This is an optimization exercise on Yosys and OpenROAD, whose aim is small area, a short achievable clock period and few clock cycles per item, not a production implementation.
RTL that was checked went through simulation tests only; none was proved equivalent to the original.
No activity file was given, so power comes from the tool's default toggle rates.

## v6
Design framed_ascii_decimal_parser, start of the top module:
module framed_ascii_decimal_parser #(
	parameter int MAX_CHARS = 63,
	parameter int MAX_FRAC_DIGITS = 6
) (
	input wire logic clk,
	input wire logic arst_n,
	input wire logic s_tvalid,
	output logic s_tready,
	input wire logic [7:0] s_tdata,
	output logic m_tvalid,
	input wire logic m_tready,
	output logic [55:0] m_tdata,
	output logic [2:0] m_tuser,
	input wire logic cfg_valid,
	output logic cfg_ready,
	input wire logic cfg_index,
	input wire logic [7:0] cfg_data
);
Size: about 1200 cells after synthesis, about 160 flip-flops.
export LEC_CHECK = 0
export ABC_AREA = 1
export CAP_MARGIN = 20
export CORE_MARGIN = 2
export CORE_UTILIZATION = 40
export CTS_BUF_LIST = sky130_fd_sc_hd__clkbuf_8
export SETUP_SLACK_MARGIN = 3.2
export SLEW_MARGIN = 20
create_clock -name core_clock -period 5.5 [get_ports {clk}]
standard.sh (not shown) runs the stock make flow with config.mk's settings and CLKGATE_MAP_FILE= SYNTH_SCRIPT=/design/flow/synth_recipe.tcl, a recipe that flattens the netlist after the stock synthesis.
==> flow/flow/run.sh <==
#!/bin/bash
# The standard layout (the standard.sh: ORFS synthesis to finish) with two
# changes: plain buf_1 cells as the port buffers (every port still gets one),
# and no adder-cell mapping in synthesis, so abc maps the adders as plain logic.
# standard.sh's output goes to standard.log.
export BUFFER_PORTS_ARGS="-buffer_cell sky130_fd_sc_hd__buf_1"
export ADDER_MAP_FILE=
bash standard.sh > standard.log 2>&1
Testbench counts of v6, summed over its fixed seeds: cycles 12,722, items 1,200.
[inputs] v7 vs v6
diff --git a/flow/design.v b/flow/design.v
--- a/flow/design.v
+++ b/flow/design.v
@@ -96,25 +96,33 @@
 	assign add_b = int_q[30:0];
 	assign add_c = e1_q[3];
 	always_comb begin
 		logic [30:0] g, p, gg, pp;
 		g = add_a & add_b;
 		p = add_a ^ add_b;
 		gg = g;
 		pp = p;
 		gg[0] = g[0] | (p[0] & add_c);
 		for (int l = 0; l < 5; l++) begin
 			for (int i = 30; i >= 0; i--) begin
-				if ((i >> l) & 1) begin
-					gg[i] = gg[i] | (pp[i] & gg[((i >> l) << l) - 1]);
-					pp[i] = pp[i] & pp[((i >> l) << l) - 1];
+				if (((i + 1) % (2 << l)) == 0) begin
+					gg[i] = gg[i] | (pp[i] & gg[i - (1 << l)]);
+					pp[i] = pp[i] & pp[i - (1 << l)];
+				end
+			end
+		end
+		for (int l = 3; l >= 0; l--) begin
+			for (int i = 30; i >= 0; i--) begin
+				if (i >= 3 * (1 << l) - 1 && ((i + 1 - (1 << l)) % (2 << l)) == 0) begin
+					gg[i] = gg[i] | (pp[i] & gg[i - (1 << l)]);
+					pp[i] = pp[i] & pp[i - (1 << l)];
 				end
 			end
 		end
 		add_s = p ^ {gg[29:0], add_c};
 	end
 	assign int_x10 = {add_s, e1_q[0]};
 	localparam logic [31:0] OVF_K = 32'h19999999;
 	logic [32:0] ovf_gt, ovf_eq;
 	always_comb begin
 		ovf_gt[32] = 1'b0;
 		ovf_eq[32] = 1'b1;
--- outcome ---
- Relative to v6, internal power summed over all cells decreased by 0.12 mW in v7.
- Summary — mean instance size in the synthesized netlist, v7 relative to v6: higher, by about 5%.
- Going from v6 to v7, global-route wire length before repair shrinks by 2.0 mm.
- Looking at growth of design area from synthesis to finish across v7 and v6, the one that comes out lower is v6.
- Going from v6 to v7, non-clock buffer count went up 9, share of the core filled with cells shows an increase of 0.97 points.
- Compared with v6, v7 improves vias after detailed routing.
- In v7, overall die area is lower than in v6.
- Going from v6 to v7, the multi-input logic area was found to have gone down by 4.0%.
- v6 -> v7: area of the mapped netlist decreased slightly
- Share of final layout cell area taken by clock buffers and inverters was higher in v6 than in v7.
- There was hardly any difference in residual overflow from global routing between v6 and v7.
The RTL of v7 was laid out without a check of its function.

* * *

The RTL this note starts from:
==> flow/design.v <==
`timescale 1ns / 1ps
`default_nettype none
module framed_ascii_decimal_parser #(
	parameter int MAX_CHARS = 63,
	parameter int MAX_FRAC_DIGITS = 6
) (
	input wire logic clk,
	input wire logic arst_n,
	input wire logic s_tvalid,
	output logic s_tready,
	input wire logic [7:0] s_tdata,
	output logic m_tvalid,
	input wire logic m_tready,
	output logic [55:0] m_tdata,
	output logic [2:0] m_tuser,
	input wire logic cfg_valid,
	output logic cfg_ready,
	input wire logic cfg_index,
	input wire logic [7:0] cfg_data
);
	logic [7:0] start_q, end_q;
	always_ff @(posedge clk or negedge arst_n) begin
		if (!arst_n) begin
			start_q <= 8'd60;
			end_q <= 8'd62;
		end else if (cfg_valid) begin
			if (cfg_index) end_q <= cfg_data;
			else start_q <= cfg_data;
		end
	end
	assign cfg_ready = 1'b1;
	logic v1_q;
	logic is_start1_q, is_end1_q, is_digit1_q, is_point1_q;
	logic [3:0] e1_q;	 
	logic [3:0] d1;
	logic in_frame_q, point_q, bad_q, trunc_q, sat_q;
	logic [5:0] count_q;
	logic full_q;	 
	logic [2:0] frac_q;
	logic [31:0] int_q;
	logic [23:0] bcd_q;	 
	logic busy_q, valid_q;
	logic [1:0] steps_q;
	logic [31:0] int_b_q;
	logic [15:0] fbin_q;
	logic [2:0] frac_b_q;
	logic bad_b_q, trunc_b_q, sat_b_q;
	logic idle, close, open, body, room, fdig, stall, go, handoff;
	assign idle = !busy_q && !valid_q;
	assign open = !in_frame_q && is_start1_q;
	assign close = in_frame_q && is_end1_q;
	assign body = in_frame_q && !is_end1_q;
	assign room = !full_q;
	assign fdig = body && room && is_digit1_q && point_q && (frac_q != 3'd6);
	assign stall = (close && !idle) || (fdig && busy_q);
	assign go = v1_q && !stall;
	assign handoff = v1_q && close && idle;
	logic block_q;
	logic v1_n, is_end1_n, is_digit1_n, in_frame_n, point_n, busy_n, valid_n;
	logic is_digit_in;
	assign s_tready = !block_q;
	assign is_digit_in = (s_tdata[7:4] == 4'h3) && (s_tdata[3:0] <= 4'd9);
	assign v1_n = s_tready ? s_tvalid : (v1_q && !go);
	assign is_end1_n = s_tready ? (s_tdata == end_q) : is_end1_q;
	assign is_digit1_n = s_tready ? is_digit_in : is_digit1_q;
	assign in_frame_n = (go && open) ? 1'b1 : (go && close) ? 1'b0 : in_frame_q;
	assign point_n = (go && open) ? 1'b0 :
		(go && body && room && !is_digit1_q && is_point1_q) ? 1'b1 : point_q;
	assign busy_n = handoff || (busy_q && (steps_q != 2'd0));
	assign valid_n = handoff ? valid_q : busy_q ? (valid_q || (steps_q == 2'd0)) : (valid_q && !m_tready);
	always_ff @(posedge clk or negedge arst_n) begin
		if (!arst_n) begin
			v1_q <= 1'b0;
			block_q <= 1'b0;
		end else begin
			v1_q <= v1_n;
			block_q <= (v1_n && in_frame_n &&
				((is_end1_n && (busy_n || valid_n)) || (is_digit1_n && point_n && busy_n)));
		end
	end
	always_ff @(posedge clk) begin
		if (s_tready) begin
			is_start1_q <= (s_tdata == start_q);
			is_end1_q <= (s_tdata == end_q);
			is_digit1_q <= is_digit_in;
			is_point1_q <= (s_tdata == 8'h2e);
			e1_q <= {s_tdata[3], s_tdata[2] | s_tdata[3], s_tdata[1] | s_tdata[3], s_tdata[0]};
		end
	end
	assign d1 = {e1_q[3], e1_q[2] & !e1_q[3], e1_q[1] & !e1_q[3], e1_q[0]};
	logic [31:0] int_x10;
	logic int_ovf;
	logic [30:0] add_a, add_b, add_s;
	logic add_c, add_co;
	assign add_a = {int_q[28:0], e1_q[2], e1_q[1]};
	assign add_b = int_q[30:0];
	assign add_c = e1_q[3];
	always_comb begin
		logic [30:0] g, p, gg, pp;
		g = add_a & add_b;
		p = add_a ^ add_b;
		gg = g;
		pp = p;
		gg[0] = g[0] | (p[0] & add_c);
		for (int l = 0; l < 5; l++) begin
			for (int i = 30; i >= 0; i--) begin
				if (((i + 1) % (2 << l)) == 0) begin
					gg[i] = gg[i] | (pp[i] & gg[i - (1 << l)]);
					pp[i] = pp[i] & pp[i - (1 << l)];
				end
			end
		end
		for (int l = 3; l >= 0; l--) begin
			for (int i = 30; i >= 0; i--) begin
				if (i >= 3 * (1 << l) - 1 && ((i + 1 - (1 << l)) % (2 << l)) == 0) begin
					gg[i] = gg[i] | (pp[i] & gg[i - (1 << l)]);
					pp[i] = pp[i] & pp[i - (1 << l)];
				end
			end
		end
		add_s = p ^ {gg[29:0], add_c};
		add_co = gg[30];
	end
	assign int_ovf = add_co | int_q[31] | int_q[30] | int_q[29];
	assign int_x10 = {add_s, e1_q[0]};
	logic int_dig;
	assign int_dig = body && room && is_digit1_q && !point_q;
	always_ff @(posedge clk) begin
		if (v1_q && open)
			int_q <= 32'd0;
		else if (v1_q && int_dig)
			int_q <= int_x10;
	end
	always_ff @(posedge clk or negedge arst_n) begin
		if (!arst_n)
			in_frame_q <= 1'b0;
		else if (go) begin
			if (open)
				in_frame_q <= 1'b1;
			else if (close)
				in_frame_q <= 1'b0;
		end
	end
	always_ff @(posedge clk) begin
		if (go) begin
			if (open) begin
				point_q <= 1'b0;
				bad_q <= 1'b0;
				trunc_q <= 1'b0;
				sat_q <= 1'b0;
				count_q <= 6'd0;
				full_q <= 1'b0;
				frac_q <= 3'd0;
			end else if (body) begin
				if (!room) begin
					trunc_q <= 1'b1;
				end else begin
					count_q <= count_q + 6'd1;
					full_q <= (count_q == 6'd62);
					if (is_digit1_q) begin
						if (point_q) begin
							if (frac_q == 3'd6)
								trunc_q <= 1'b1;
							else
								frac_q <= frac_q + 3'd1;
						end else begin
							if (int_ovf)
								sat_q <= 1'b1;
						end
					end else if (is_point1_q && !point_q) begin
						point_q <= 1'b1;
					end else begin
						bad_q <= 1'b1;
					end
				end
			end
		end
	end
	function automatic logic [3:0] dstep(input logic [2:0] r, input logic c);
		logic [3:0] n;
		begin
			n[3] = (!r[2] & r[1]) | (r[0] & c);
			n[2] = (!r[1] & r[0] & c) | (r[2] & !c);
			n[1] = r[0] | (!r[1] & c) | (r[2] & !c);
			n[0] = (!r[1] & !c) | (!r[2] & r[1] & c);
			dstep = n;
		end
	endfunction
	function automatic logic [23:0] dbl(input logic [23:0] f);
		logic [23:0] n;
		begin
			for (int j = 0; j < 6; j++)
				n[4*j +: 4] = dstep(f[4*j +: 3], (j > 0) ? f[4*((j > 0) ? j - 1 : 0) + 3] : 1'b0);
			dbl = n;
		end
	endfunction
	function automatic logic [3:0] dcode(input logic [3:0] d);
		case (d)
			4'd0: dcode = 4'b0110;
			4'd1: dcode = 4'b0000;
			4'd2: dcode = 4'b0001;
			4'd3: dcode = 4'b0010;
			4'd4: dcode = 4'b0011;
			4'd5: dcode = 4'b1110;
			4'd6: dcode = 4'b1000;
			4'd7: dcode = 4'b1001;
			4'd8: dcode = 4'b1010;
			default: dcode = 4'b1011;
		endcase
	endfunction
	logic [23:0] bcd0, bcd1, bcd2, bcd3;
	logic [3:0] fbits;	 
	logic conv;
	assign bcd0 = bcd_q;
	assign bcd1 = dbl(bcd0);
	assign bcd2 = dbl(bcd1);
	assign bcd3 = dbl(bcd2);
	assign fbits = {bcd0[23], bcd1[23], bcd2[23], bcd3[23]};
	assign conv = busy_q || handoff;
	always_ff @(posedge clk) begin
		for (int j = 0; j < 6; j++) begin
			if (conv)
				bcd_q[4*(5-j) +: 4] <= bcd3[4*(5-j) +: 4];
			else if (go && fdig && frac_q == 3'(j))
				bcd_q[4*(5-j) +: 4] <= dcode(d1);
			else if (go && fdig && frac_q < 3'(j))
				bcd_q[4*(5-j) +: 4] <= 4'b0110;
		end
	end
	logic fzero, fsat;
	assign fzero = handoff ? (frac_q == 3'd0) : (frac_b_q == 3'd0);
	assign fsat = handoff ? sat_q : sat_b_q;
	logic [3:0] fmask;
	assign fmask = (fbits & {4{!fzero}}) | {4{fsat}};
	always_ff @(posedge clk) begin
		if (conv)
			fbin_q <= {fbin_q[12:1], handoff ? fmask[3] : fbin_q[0], fmask[2:0]};
		if (handoff) begin
			int_b_q <= int_q | {32{sat_q}};
			frac_b_q <= frac_q;
			bad_b_q <= bad_q;
			trunc_b_q <= trunc_q;
			sat_b_q <= sat_q;
		end
	end
	always_ff @(posedge clk or negedge arst_n) begin
		if (!arst_n) begin
			busy_q <= 1'b0;
			valid_q <= 1'b0;
			steps_q <= 2'd0;
		end else begin
			if (handoff) begin
				busy_q <= 1'b1;
				steps_q <= 2'd3;
			end else if (busy_q) begin
				steps_q <= steps_q - 2'd1;
				if (steps_q == 2'd0) begin
					busy_q <= 1'b0;
					valid_q <= 1'b1;
				end
			end else if (m_tready) begin
				valid_q <= 1'b0;
			end
		end
	end
	assign m_tvalid = valid_q;
	assign m_tdata = {5'd0, frac_b_q, int_b_q, fbin_q};
	assign m_tuser = {sat_b_q, trunc_b_q, bad_b_q};
endmodule
`default_nettype wire
==> flow/config.mk <==
export PLATFORM = sky130hd
export DESIGN_NAME = framed_ascii_decimal_parser
export DESIGN_NICKNAME = framed_ascii_decimal_parser
export VERILOG_FILES = /design/flow/design.v
export SDC_FILE = /design/flow/constraint.sdc
export NUM_CORES = 4
export LEC_CHECK = 0
export ABC_AREA = 1
export CAP_MARGIN = 20
export CORE_MARGIN = 2
export CORE_UTILIZATION = 40
export CTS_BUF_LIST = sky130_fd_sc_hd__clkbuf_8
export SETUP_SLACK_MARGIN = 3.2
export SLEW_MARGIN = 20
==> flow/constraint.sdc <==
create_clock -name core_clock -period 5.5 [get_ports {clk}]
set_input_delay 1.1000 -clock core_clock [delete_from_list [all_inputs] [get_ports {clk}]]
set_output_delay 1.1000 -clock core_clock [all_outputs]
set_load 0.01 [all_outputs]
==> flow/flow/run.sh <==
#!/bin/bash
# The standard layout (the standard.sh: ORFS synthesis to finish) with two
# changes: plain buf_2 cells as the port buffers (every port still gets one),
# and no adder-cell mapping in synthesis, so abc maps the adders as plain logic.
# standard.sh's output goes to standard.log.
export BUFFER_PORTS_ARGS="-buffer_cell sky130_fd_sc_hd__buf_2"
export ADDER_MAP_FILE=
bash standard.sh > standard.log 2>&1
Testbench counts at the start, summed over its fixed seeds: cycles 12,722, items 1,200.
Next try:
--- a/flow/design.v
+++ b/flow/design.v
@@ -89,11 +89,11 @@
 	end
 	assign d1 = {e1_q[3], e1_q[2] & !e1_q[3], e1_q[1] & !e1_q[3], e1_q[0]};
 	logic [31:0] int_x10;
 	logic int_ovf;
 	logic [30:0] add_a, add_b, add_s;
-	logic add_c, add_co;
+	logic add_c;
 	assign add_a = {int_q[28:0], e1_q[2], e1_q[1]};
 	assign add_b = int_q[30:0];
 	assign add_c = e1_q[3];
 	always_comb begin
 		logic [30:0] g, p, gg, pp;
@@ -102,29 +102,30 @@
 		gg = g;
 		pp = p;
 		gg[0] = g[0] | (p[0] & add_c);
 		for (int l = 0; l < 5; l++) begin
 			for (int i = 30; i >= 0; i--) begin
-				if (((i + 1) % (2 << l)) == 0) begin
-					gg[i] = gg[i] | (pp[i] & gg[i - (1 << l)]);
-					pp[i] = pp[i] & pp[i - (1 << l)];
+				if ((i >> l) & 1) begin
+					gg[i] = gg[i] | (pp[i] & gg[((i >> l) << l) - 1]);
+					pp[i] = pp[i] & pp[((i >> l) << l) - 1];
 				end
 			end
 		end
-		for (int l = 3; l >= 0; l--) begin
-			for (int i = 30; i >= 0; i--) begin
-				if (i >= 3 * (1 << l) - 1 && ((i + 1 - (1 << l)) % (2 << l)) == 0) begin
-					gg[i] = gg[i] | (pp[i] & gg[i - (1 << l)]);
-					pp[i] = pp[i] & pp[i - (1 << l)];
-				end
-			end
-		end
 		add_s = p ^ {gg[29:0], add_c};
-		add_co = gg[30];
-	end
-	assign int_ovf = add_co | int_q[31] | int_q[30] | int_q[29];
+	end
 	assign int_x10 = {add_s, e1_q[0]};
+	localparam logic [31:0] OVF_K = 32'h19999999;
+	logic [32:0] ovf_gt, ovf_eq;
+	always_comb begin
+		ovf_gt[32] = 1'b0;
+		ovf_eq[32] = 1'b1;
+		for (int i = 31; i >= 0; i--) begin
+			ovf_gt[i] = ovf_gt[i+1] | (ovf_eq[i+1] & int_q[i] & !OVF_K[i]);
+			ovf_eq[i] = ovf_eq[i+1] & (int_q[i] == OVF_K[i]);
+		end
+	end
+	assign int_ovf = ovf_gt[0] | (ovf_eq[0] & (e1_q[3] | (e1_q[2] & e1_q[1])));
 	logic int_dig;
 	assign int_dig = body && room && is_digit1_q && !point_q;
 	always_ff @(posedge clk) begin
 		if (v1_q && open)
 			int_q <= 32'd0;
Result: The new run completed without violations. Global-route usage climbs by 1.2 points. Final cell count grows by a few percent. Power shrinks by a few percent. Non-clock buffer count came out lower by 11. Setup slack is better by 0.0061 ns. Cell area increases slightly. Sequential power hardly moves. Via count came out higher by a little under a tenth. Count of clock-buffer cells in the layout is unchanged.
Testbench counts after the change, summed over its fixed seeds: cycles 12,722, items 1,200.

## re-timing with driven ports
The results above use ideal ports. As a check the final layouts listed here were re-extracted and re-timed, cells and wires unchanged.
Step 1 sets driving cells, clkbuf_16 on the clock port and buf_2 on the other inputs (assumed; they add their load-dependent delay and slew).
Step 2 times the ports against the registers' clock, not the clock port: input delays grow and output delays shrink by t, the midpoint of the rising clock arrivals with the driver on.
a / b / c = no drivers / after step 1 / after step 2; a / b = the first two.
| run | shift t [ns] | slack for setup (ns) | worst setup path after step 2 |
|---|---|---|---|
| v6 | 0.486 | 3.257 / 3.220 / 3.099 | input to register |
| v7 | 0.500 | 3.269 / 3.230 / 3.096 | input to register |
| the first run of note 2 | 0.506 | 3.255 / 3.214 / 3.258 | register to register |
| the second run of note 2 | 0.490 | 3.261 / 3.225 / 3.169 | input to register |
After both steps every run listed still meets setup and hold. The setup slack of v7, which loses most, moves by -0.039 ns with the drivers and by -0.173 ns with both steps.
